Background: an optimization exercise with open tools, aiming at small area, a short achievable clock period and few clock cycles per item. Do not read the settings as production practice. Only the layout flow was run in this run; the RTL was not checked for function there.

--- flow/run.sh ---
#!/bin/bash
# synth_recipe.tcl (not shown) runs the flow's synth.tcl, then flattens the netlist and writes it again
# the make line also repeats each setting of config.mk as NAME=value (left out here)
make -C /OpenROAD-flow-scripts/flow DESIGN_CONFIG=/design/flow/config.mk WORK_HOME=/design/flow/orfs CLKGATE_MAP_FILE= SYNTH_SCRIPT=/design/flow/synth_recipe.tcl finish
--- flow/config.mk ---
export PLATFORM = sky130hd
export DESIGN_NAME = idct_8x8
export DESIGN_NICKNAME = idct_8x8
export VERILOG_FILES = /design/flow/design.v
export SDC_FILE = /design/flow/constraint.sdc
export NUM_CORES = 4
export LEC_CHECK = 0
export CAP_MARGIN = 20
export CORE_MARGIN = 2
export CORE_UTILIZATION = 40
export SLEW_MARGIN = 20
--- flow/constraint.sdc ---
create_clock -name core_clock -period 12.0 [get_ports {clk}]
set_input_delay 2.4000 -clock core_clock [delete_from_list [all_inputs] [get_ports {clk}]]
set_output_delay 2.4000 -clock core_clock [all_outputs]
set_load 0.01 [all_outputs]
--- flow/design.v ---
module idct_8x8 #(
    parameter int DATA_W      = 16,
    parameter int COEF_FRAC   = 14,
    parameter int LEVEL_SHIFT = 0
) (
    input  logic              clk,
    input  logic              rst_n,
    input  logic              in_valid,
    output logic              in_ready,
    input  logic [DATA_W-1:0] in_data,
    output logic              out_valid,
    input  logic              out_ready,
    output logic [7:0]        out_data,
    output logic              busy,
    output logic              block_done
);
    function automatic logic [5:0] tr6(input logic [5:0] a);
        tr6 = {a[2:0], a[5:3]};
    endfunction
    function automatic logic [7:0] tr8(input logic [7:0] a);
        tr8 = {a[7:6], a[2:0], a[5:3]};
    endfunction
    function automatic logic [7:0] pix(input logic signed [15:0] a);
        logic [16:0]       s;
        logic signed [10:0] t;
        s = {a[15], a} + 17'd128;
        t = 11'($signed(s[16:8])) + 11'(LEVEL_SHIFT);
        if (t[10])
            pix = 8'd0;
        else if (t[9:8] != '0)
            pix = 8'd255;
        else
            pix = t[7:0];
    endfunction
    logic [15:0] fx [2];
    logic        f_wp, f_rp;
    logic [1:0]  f_cnt;
    logic        f_full;
    logic        w_in_hs, w_f_pop;
    logic [2:0]  r_ru_k;
    assign in_ready = ~f_full;
    assign w_in_hs  = in_valid & ~f_full;
    always_ff @(posedge clk) begin
        if (w_in_hs) fx[f_wp] <= in_data;
    end
    always_ff @(posedge clk or negedge rst_n) begin
        if (!rst_n) begin
            f_wp   <= 1'b0;
            f_rp   <= 1'b0;
            f_cnt  <= 2'd0;
            f_full <= 1'b0;
            r_ru_k <= 3'd0;
        end else begin
            if (w_in_hs) f_wp <= ~f_wp;
            if (w_f_pop) begin
                f_rp   <= ~f_rp;
                r_ru_k <= r_ru_k + 3'd1;
            end
            f_cnt  <= f_cnt + {1'b0, w_in_hs} - {1'b0, w_f_pop};
            f_full <= (f_cnt + {1'b0, w_in_hs} - {1'b0, w_f_pop}) == 2'd2;
        end
    end
    logic               w_ru_done;
    logic [127:0]       w_ru_res;
    logic               w_ru_free;
    idct_mac8 u_ru (
        .clk(clk), .rst_n(rst_n),
        .in_v(f_cnt != 2'd0), .in_x(fx[f_rp]), .in_k(r_ru_k), .in_take(w_f_pop),
        .out_free(w_ru_free), .done(w_ru_done), .res(w_ru_res)
    );
    logic signed [15:0] sr [8];
    logic [3:0]         sr_cnt;
    logic [7:0]         r_wb, r_rb;
    logic               w_b_wr, w_b_rd;
    logic [15:0]        bmem [64];
    assign w_b_wr    = (sr_cnt != 4'd0) && ((r_wb - r_rb) < 8'd64);
    assign w_ru_free = (sr_cnt == 4'd0) || (sr_cnt == 4'd1 && w_b_wr);
    always_ff @(posedge clk) begin
        if (w_ru_done) begin
            for (int i = 0; i < 8; i++) sr[i] <= w_ru_res[16*i +: 16];
        end else if (w_b_wr) begin
            for (int i = 0; i < 7; i++) sr[i] <= sr[i+1];
        end
        if (w_b_wr)
            bmem[r_wb[6] ? tr6(r_wb[5:0]) : r_wb[5:0]] <= sr[0];
    end
    always_ff @(posedge clk or negedge rst_n) begin
        if (!rst_n) begin
            sr_cnt <= 4'd0;
            r_wb   <= 8'd0;
        end else begin
            if (w_ru_done) sr_cnt <= 4'd8;
            else if (w_b_wr) sr_cnt <= sr_cnt - 4'd1;
            if (w_b_wr) r_wb <= r_wb + 8'd1;
        end
    end
    logic        r_cv;
    logic [15:0] r_cx;
    logic [2:0]  r_ck;
    logic        w_cu_take;
    logic [7:0]  w_bd;
    logic        w_b_avail;
    assign w_bd      = r_wb - tr8(r_rb);
    assign w_b_avail = (w_bd != 8'd0) && !w_bd[7];
    assign w_b_rd    = w_b_avail && (!r_cv || w_cu_take);
    always_ff @(posedge clk) begin
        if (w_b_rd) begin
            r_cx <= bmem[r_rb[6] ? r_rb[5:0] : tr6(r_rb[5:0])];
            r_ck <= r_rb[2:0];
        end
    end
    always_ff @(posedge clk or negedge rst_n) begin
        if (!rst_n) begin
            r_cv <= 1'b0;
            r_rb <= 8'd0;
        end else begin
            if (w_b_rd) begin
                r_cv <= 1'b1;
                r_rb <= r_rb + 8'd1;
            end else if (w_cu_take) begin
                r_cv <= 1'b0;
            end
        end
    end
    logic               w_cu_done;
    logic [127:0]       w_cu_res;
    logic               w_cu_free;
    idct_mac8 u_cu (
        .clk(clk), .rst_n(rst_n),
        .in_v(r_cv), .in_x(r_cx), .in_k(r_ck), .in_take(w_cu_take),
        .out_free(w_cu_free), .done(w_cu_done), .res(w_cu_res)
    );
    logic [7:0] ps [8];
    logic [3:0] ps_cnt;
    logic [7:0] r_wp, r_rp;
    logic       w_p_wr, w_p_rd;
    logic [7:0] pmem [64];
    assign w_p_wr    = (ps_cnt != 4'd0) && ((r_wp - r_rp) < 8'd64);
    assign w_cu_free = (ps_cnt == 4'd0) || (ps_cnt == 4'd1 && w_p_wr);
    always_ff @(posedge clk) begin
        if (w_cu_done) begin
            for (int i = 0; i < 8; i++) ps[i] <= pix(w_cu_res[16*i +: 16]);
        end else if (w_p_wr) begin
            for (int i = 0; i < 7; i++) ps[i] <= ps[i+1];
        end
        if (w_p_wr)
            pmem[r_wp[6] ? tr6(r_wp[5:0]) : r_wp[5:0]] <= ps[0];
    end
    always_ff @(posedge clk or negedge rst_n) begin
        if (!rst_n) begin
            ps_cnt <= 4'd0;
            r_wp   <= 8'd0;
        end else begin
            if (w_cu_done) ps_cnt <= 4'd8;
            else if (w_p_wr) ps_cnt <= ps_cnt - 4'd1;
            if (w_p_wr) r_wp <= r_wp + 8'd1;
        end
    end
    logic       r_ov, r_olast;
    logic [7:0] r_od;
    logic [7:0] w_pd;
    logic       w_p_avail;
    logic       w_out_hs;
    assign w_pd      = r_wp - tr8(r_rp);
    assign w_p_avail = (w_pd != 8'd0) && !w_pd[7];
    assign w_out_hs  = r_ov && out_ready;
    assign w_p_rd    = w_p_avail && (!r_ov || out_ready);
    always_ff @(posedge clk) begin
        if (w_p_rd)
            r_od <= pmem[r_rp[6] ? r_rp[5:0] : tr6(r_rp[5:0])];
    end
    always_ff @(posedge clk or negedge rst_n) begin
        if (!rst_n) begin
            r_ov    <= 1'b0;
            r_olast <= 1'b0;
            r_rp    <= 8'd0;
        end else begin
            if (w_p_rd) begin
                r_ov    <= 1'b1;
                r_olast <= (r_rp[5:0] == 6'd63);
                r_rp    <= r_rp + 8'd1;
            end else if (out_ready) begin
                r_ov <= 1'b0;
            end
        end
    end
    assign out_valid  = r_ov;
    assign out_data   = r_od;
    assign block_done = w_out_hs && r_olast;
    logic [9:0] r_pend;
    logic [9:0] w_pend_nx;
    logic       r_busy;
    assign w_pend_nx = r_pend + {9'd0, w_in_hs} - {9'd0, w_out_hs};
    always_ff @(posedge clk or negedge rst_n) begin
        if (!rst_n) begin
            r_pend <= 10'd0;
            r_busy <= 1'b0;
        end else begin
            r_pend <= w_pend_nx;
            r_busy <= (w_pend_nx != 10'd0);
        end
    end
    assign busy = r_busy;
endmodule
module idct_mac8 (
    input  logic               clk,
    input  logic               rst_n,
    input  logic               in_v,
    input  logic signed [15:0] in_x,
    input  logic [2:0]         in_k,
    output logic               in_take,
    input  logic               out_free,
    output logic               done,
    output logic [127:0]       res
);
    function automatic logic [2:0] route(input logic [2:0] k, input logic [1:0] j);
        case ({k, j})
            5'd0:  route = {1'b0, 2'd0};
            5'd1:  route = {1'b0, 2'd0};
            5'd2:  route = {1'b0, 2'd0};
            5'd3:  route = {1'b0, 2'd0};
            5'd4:  route = {1'b0, 2'd0};
            5'd5:  route = {1'b0, 2'd1};
            5'd6:  route = {1'b0, 2'd2};
            5'd7:  route = {1'b0, 2'd3};
            5'd8:  route = {1'b0, 2'd0};
            5'd9:  route = {1'b0, 2'd1};
            5'd10: route = {1'b1, 2'd1};
            5'd11: route = {1'b1, 2'd0};
            5'd12: route = {1'b0, 2'd1};
            5'd13: route = {1'b1, 2'd3};
            5'd14: route = {1'b1, 2'd0};
            5'd15: route = {1'b1, 2'd2};
            5'd16: route = {1'b0, 2'd0};
            5'd17: route = {1'b1, 2'd0};
            5'd18: route = {1'b1, 2'd0};
            5'd19: route = {1'b0, 2'd0};
            5'd20: route = {1'b0, 2'd2};
            5'd21: route = {1'b1, 2'd0};
            5'd22: route = {1'b0, 2'd3};
            5'd23: route = {1'b0, 2'd1};
            5'd24: route = {1'b0, 2'd1};
            5'd25: route = {1'b1, 2'd0};
            5'd26: route = {1'b0, 2'd0};
            5'd27: route = {1'b1, 2'd1};
            5'd28: route = {1'b0, 2'd3};
            5'd29: route = {1'b1, 2'd2};
            5'd30: route = {1'b0, 2'd1};
            5'd31: route = {1'b1, 2'd0};
            default: route = 3'd0;
        endcase
    endfunction
    function automatic logic [15:0] rnd(input logic [31:0] s);
        if (s[31:29] == 3'b000 || s[31:29] == 3'b111)
            rnd = s[29:14];
        else if (s[31])
            rnd = 16'h8000;
        else
            rnd = 16'h7fff;
    endfunction
    logic signed [29:0] xs;
    logic signed [29:0] m3, m7, m49, m455, m799;
    logic signed [29:0] m8035, m6811, m4551, m1598, m7568, m5793, m3135;
    logic signed [29:0] w_lane [4];
    assign xs    = 30'(in_x);
    assign m3    = (xs <<< 1) + xs;
    assign m7    = (xs <<< 3) - xs;
    assign m49   = (m7 <<< 3) - m7;
    assign m455  = (m7 <<< 6) + m7;
    assign m799  = (m3 <<< 8) + (xs <<< 5) - xs;
    assign m4551 = (xs <<< 12) + m455;
    assign m6811 = (m455 <<< 4) - m455 - (m7 <<< 1);
    assign m1598 = m799 <<< 1;
    assign m8035 = (xs <<< 13) - (xs <<< 7) - (xs <<< 5) + m3;
    assign m3135 = (m49 <<< 6) - xs;
    assign m7568 = ((xs <<< 9) - (xs <<< 5) - m7) <<< 4;
    assign m5793 = m6811 - (xs <<< 10) + (m3 <<< 1);
    assign w_lane[0] = in_k[0] ? m8035 : (in_k[1] ? m7568 : m5793);
    assign w_lane[1] = in_k[0] ? m6811 : m3135;
    assign w_lane[2] = m4551;
    assign w_lane[3] = m1598;
    logic               r_pv;
    logic [2:0]         r_pk;
    logic signed [29:0] r_q [4];
    logic [3:0]         r_qn;
    logic               w_p_take;
    logic [31:0]        w_sum [8];
    logic [31:0]        r_acc [8];
    assign w_p_take = r_pv && (r_pk != 3'd7 || out_free);
    assign in_take  = in_v && (!r_pv || w_p_take);
    assign done     = r_pv && r_pk == 3'd7 && out_free;
    always_ff @(posedge clk or negedge rst_n) begin
        if (!rst_n) begin
            r_pv <= 1'b0;
        end else begin
            if (in_take) r_pv <= 1'b1;
            else if (w_p_take) r_pv <= 1'b0;
        end
    end
    always_ff @(posedge clk) begin
        if (in_take) begin
            r_pk <= in_k;
            for (int j = 0; j < 4; j++) begin
                logic [2:0] rt;
                rt = route(in_k, 2'(j));
                r_q[j]  <= w_lane[rt[1:0]];
                r_qn[j] <= rt[2];
            end
        end
    end
    always_comb begin
        for (int n = 0; n < 8; n++) begin
            logic [31:0] base;
            logic [31:0] p;
            logic        neg;
            base = (r_pk == 3'd0) ? 32'd8192 : r_acc[n];
            p    = 32'(r_q[n < 4 ? n : 7 - n]);
            neg  = r_qn[n < 4 ? n : 7 - n] ^ (n >= 4 && r_pk[0]);
            w_sum[n] = neg ? base - p : base + p;
            res[16*n +: 16] = rnd(w_sum[n]);
        end
    end
    always_ff @(posedge clk) begin
        if (w_p_take && r_pk != 3'd7) begin
            for (int n = 0; n < 8; n++) r_acc[n] <= w_sum[n];
        end
    end
endmodule
==> impl_results.md <==
* CTS HTree Levels at 5
* Sink Count at 2615
* Starting density of the core at 40.1%
* Crit. End Element: flip-flop
* Critical Path AT at 11990 ps
* Area grow syn2layout at 10.3%
* XOR/XNOR Fraction of Synth Area at 7.32%
* Worst setup margin at 641 ps
* CP endpoint: u_ru.r_q[1][26]$_DFFE_PP_
* Final GP Congestion at 0.976
* Final setup vio count at 0
* Via Count at 128000
* Largest family of logic cells by synthesized area: compound AO/OA/AOI/OAI gates
* ANT nets after route at 0
* Vias in the first global route at 121000
* Worst Skew at 81.6 ps
* Adder-Cell Fraction of Synth Area at 10.3%
* # rows at 241
* RSZ-0062 raised after global routing: false
* Met2 wire length at 238000 microns
* Synthesis-stage register bit count at 2615
* Die area at 437000 sq um
* TNS Setup at 0 ps
* Mapped Area at 173000 sq um
* Port Buf Inserts at 31
* Met1 wire length at 229000 microns
* Ys flop type: edfxtp_1
* Core Box Area at 430000 sq um
* Fmax at 0.0880 GHz
* Most common cell after layout, fill and taps aside: edfxtp_1
* CTS max path bufs at 4
* EDFF count, synth at 2551
* Fin cells at 21800
* Clk latency of the worst-skew pair at 930 ps
* Residual DRC at 0
* Unique masters post-synth at 122
* Slowest stage delay, CP at 600 ps
* Status: timing/DRC/antenna clean
* Synth Area in Compound Gates at 15.8%
* Simple-gate portion of the synthesized area at 12.6%
* Die H at 661 microns
* Syn avg cell area at 10.9 sq um
* Slew HR at 11.8%
* Max Cap Viol at 0
* R2R depth at 42
* Nets at 17200
* R2r startpoint: f_rp$_DFFE_PN0P_
* Layout cells sized above 1 at 8.54%
* Most frequent cells in the layout: edfxtp_1 (2551), nor2_1 (1285), ha_1 (1159), a21oi_1 (1155), nand2_1 (1141)
* Flop2flop setup slack at 640 ps
* Root buf cell: clkbuf_16
* Pre-CTS setup slack at 695 ps
* Placed cells at 21300
* Fin crit share at 94.7%
* Crit path from: f_rp$_DFFE_PN0P_
* Post-synth top area cell: edfxtp_1
* CP max FO at 12
* Worst path slowest cell: dfrtp_1
* First-pass GRT wire length at 784000 microns
* DRT iter0 DRCs at 12900
* Worst Hold Launch: r_cv$_DFFE_PN0P_
* CTS buffer count at 292
* Clock edge transition at the registers on the reported setup and hold paths at 60 ps
* Final Max Slew Viols at 0
* Met3 WL at 38600 microns
* Final core utilization at 44.2%
* Synth Instances at 15800
* Final WL at 531000 microns
* R2r endpoint: u_ru.r_q[1][26]$_DFFE_PP_
* DR pass1 iterations at 8
* Worst-Margin Slew at 1310 ps
* Total GRT Usage at 23.6%
* Post-synthesis async set-or-reset flop share at 2.45%
* Syn Nets at 17200
* Highest metal used: met5
* CP startpoint kind: flip-flop
* WL per Instance at 24.3 microns
* Mux share of post-synthesis cell area at 5.71%
* Post-synthesis sequential area ratio at 45.3%
* Congestion Overflow GR at 0
* Die W at 661 microns
* Synth warnings at 10
* DR vias/cell at 5.85
* HP Class: reg -> reg
* Final Hold Fails at 0
* Largest net degree at the start of global routing at 150
* Clock period minus worst slack at 11360 ps
* Yosys top cell area share at 44.4%
* Cell mode on critical path: a21o_1
* HPWL after DPL at 379000 microns
* Setup Crit Path Kind: reg -> reg
* Worst EP required at 12640 ps
* CTS tree: yes
* Initial antenna violation count at 20
* Synth area leaders: edfxtp_1 (44%), ha_1 (8.4%), xnor2_1 (5.2%)
* IO Pins at 32
[state kept, by name, indices dropped and copies added (netlist names), 4 cells and up]
register and flops:
bmem 1024, fx 32, pmem 512, ps 64
ps_cnt 4, r_cx 16, r_od 8, r_pend 10
r_rb 8, r_rp 8, r_wb 8, r_wp 8
sr 128, sr_cnt 4, u_cu.r_acc 256, u_cu.r_q 120
u_ru.r_acc 256, u_ru.r_q 120
[metrics by stage]
step / hold WS, ps / cell area, sq um
after global placement: 471 / 181000
final: 490 / 190000
after detailed placement: 474 / 181000
after CTS: 490 / 190000
after floorplan: 423 / 173000
after global routing: 520 / 190000
[logic make-up (layout without fill, tap and decap cells)]
| group | Yosys count | in the layout |
|---|---|---|
| xor gates and xnor gates | 1437 | 1437 |
| muxes | 493 | 493 |
| buffers and inverters | 1347 | 1622 |
| other | 0 | 12 |
| and+or+nand+nor | 4471 | 4471 |
| adders and majority gates | 1325 | 1325 |
| DFF | 2615 | 2615 |
| AOI/OAI and AO/OA | 4143 | 4143 |
[worst max-delay path, delay by kind of cell (launching register included)]
family / cells / cell delay [ps]
AOI/OAI and AO/OA: 21 / 4980
xor gates and xnor gates: 5 / 1140
adders and majority gates: 8 / 3110
buffers and inverters: 6 / 770
DFF: 1 / 600
muxes: 1 / 230
and+or+nand+nor: 1 / 190
[final cells by class]
cell class                 count  area, sq um
clock buffer                 354         7650
inverter                     748         2810
tap                         5710         7140
timing repair buffer         352         2890
fill                       40000       240000
sequential                  2615        78200
multi-input combinational  11900        89700
clock inverter               168         1870
antenna                       12         30.0
[synth_stat cells (70+ instances only)]
cell type	instances
and2_1	661
nor3_1	262
edfxtp_1	2551
nor2_1	1293
ha_1	1160
a21o_1	424
nor2b_1	155
nand2b_1	183
o21a_1	169
and3_1	112
o21bai_1	151
a211oi_1	266
o211ai_1	133
a31oi_1	158
or3_1	94
buf_1	100
fa_1	158
mux2i_1	85
o21ai_0	721
a21oi_1	1160
clkbuf_1	478
mux4_2	389
xnor2_1	1032
nand2_1	1141
nand3_1	186
inv_1	736
o22ai_1	70
nand4_1	71
xor2_1	399
[metal layers]
layer / global-route usage (%) / vias to the layer above
met5: 0 / -
met4: 9.52 / 10
met3: 3.50 / 903
met2: 37.4 / 4728
met1: 32.4 / 62600
li1: - / 59300
[repair_timing]
item,in CTS,in global routing
hold buffers,0,0
gates resized for setup,0,3
setup buffers,0,4
endpoints found under the setup margin,0,11
[worst min-delay path by stage]
stage	endpoint	cells after the start	slack (ps)
3_3_place_gp	u_cu.r_pv$_DFFE_PN0P_	2	470
4_1_cts	u_cu.r_pv$_DFFE_PN0P_	2	490
6_report	u_cu.r_pv$_DFFE_PN0P_	2	490
5_1_grt	u_cu.r_pv$_DFFE_PN0P_	2	520
2_1_floorplan	r_ck[2]$_DFFE_PP_	0	420
3_5_place_dp	u_cu.r_pv$_DFFE_PN0P_	2	470

## separate check: timing with driven ports
In the flow no input, the clock included, has a driving cell. The finished layout below was timed again as built, in two steps.
Step 1 sets driving cells, clkbuf_16 on the clock port and buf_2 on the other inputs (assumed; they add their load-dependent delay and slew).
Step 2 moves the port delays by t, midway between the first and last clock arrival at a register: inputs arrive t later, outputs are due t later. That takes back most of the time a late clock gives input paths.
a / b / c = no drivers / after step 1 / after step 2; a / b = the first two.
t, ns: 1.024
slack for setup (ns): 0.641 / 0.641 / 0.641
latest minus earliest clock arrival (ns): 0.092 / 0.093
worst data-port slew with drivers (ns): 0.62
pins driven straight from the clock port: 1
After both steps this run still meets setup and hold. For this run, drivers alone change the setup slack by 0.000 ns; drivers and shift together by 0.000 ns.
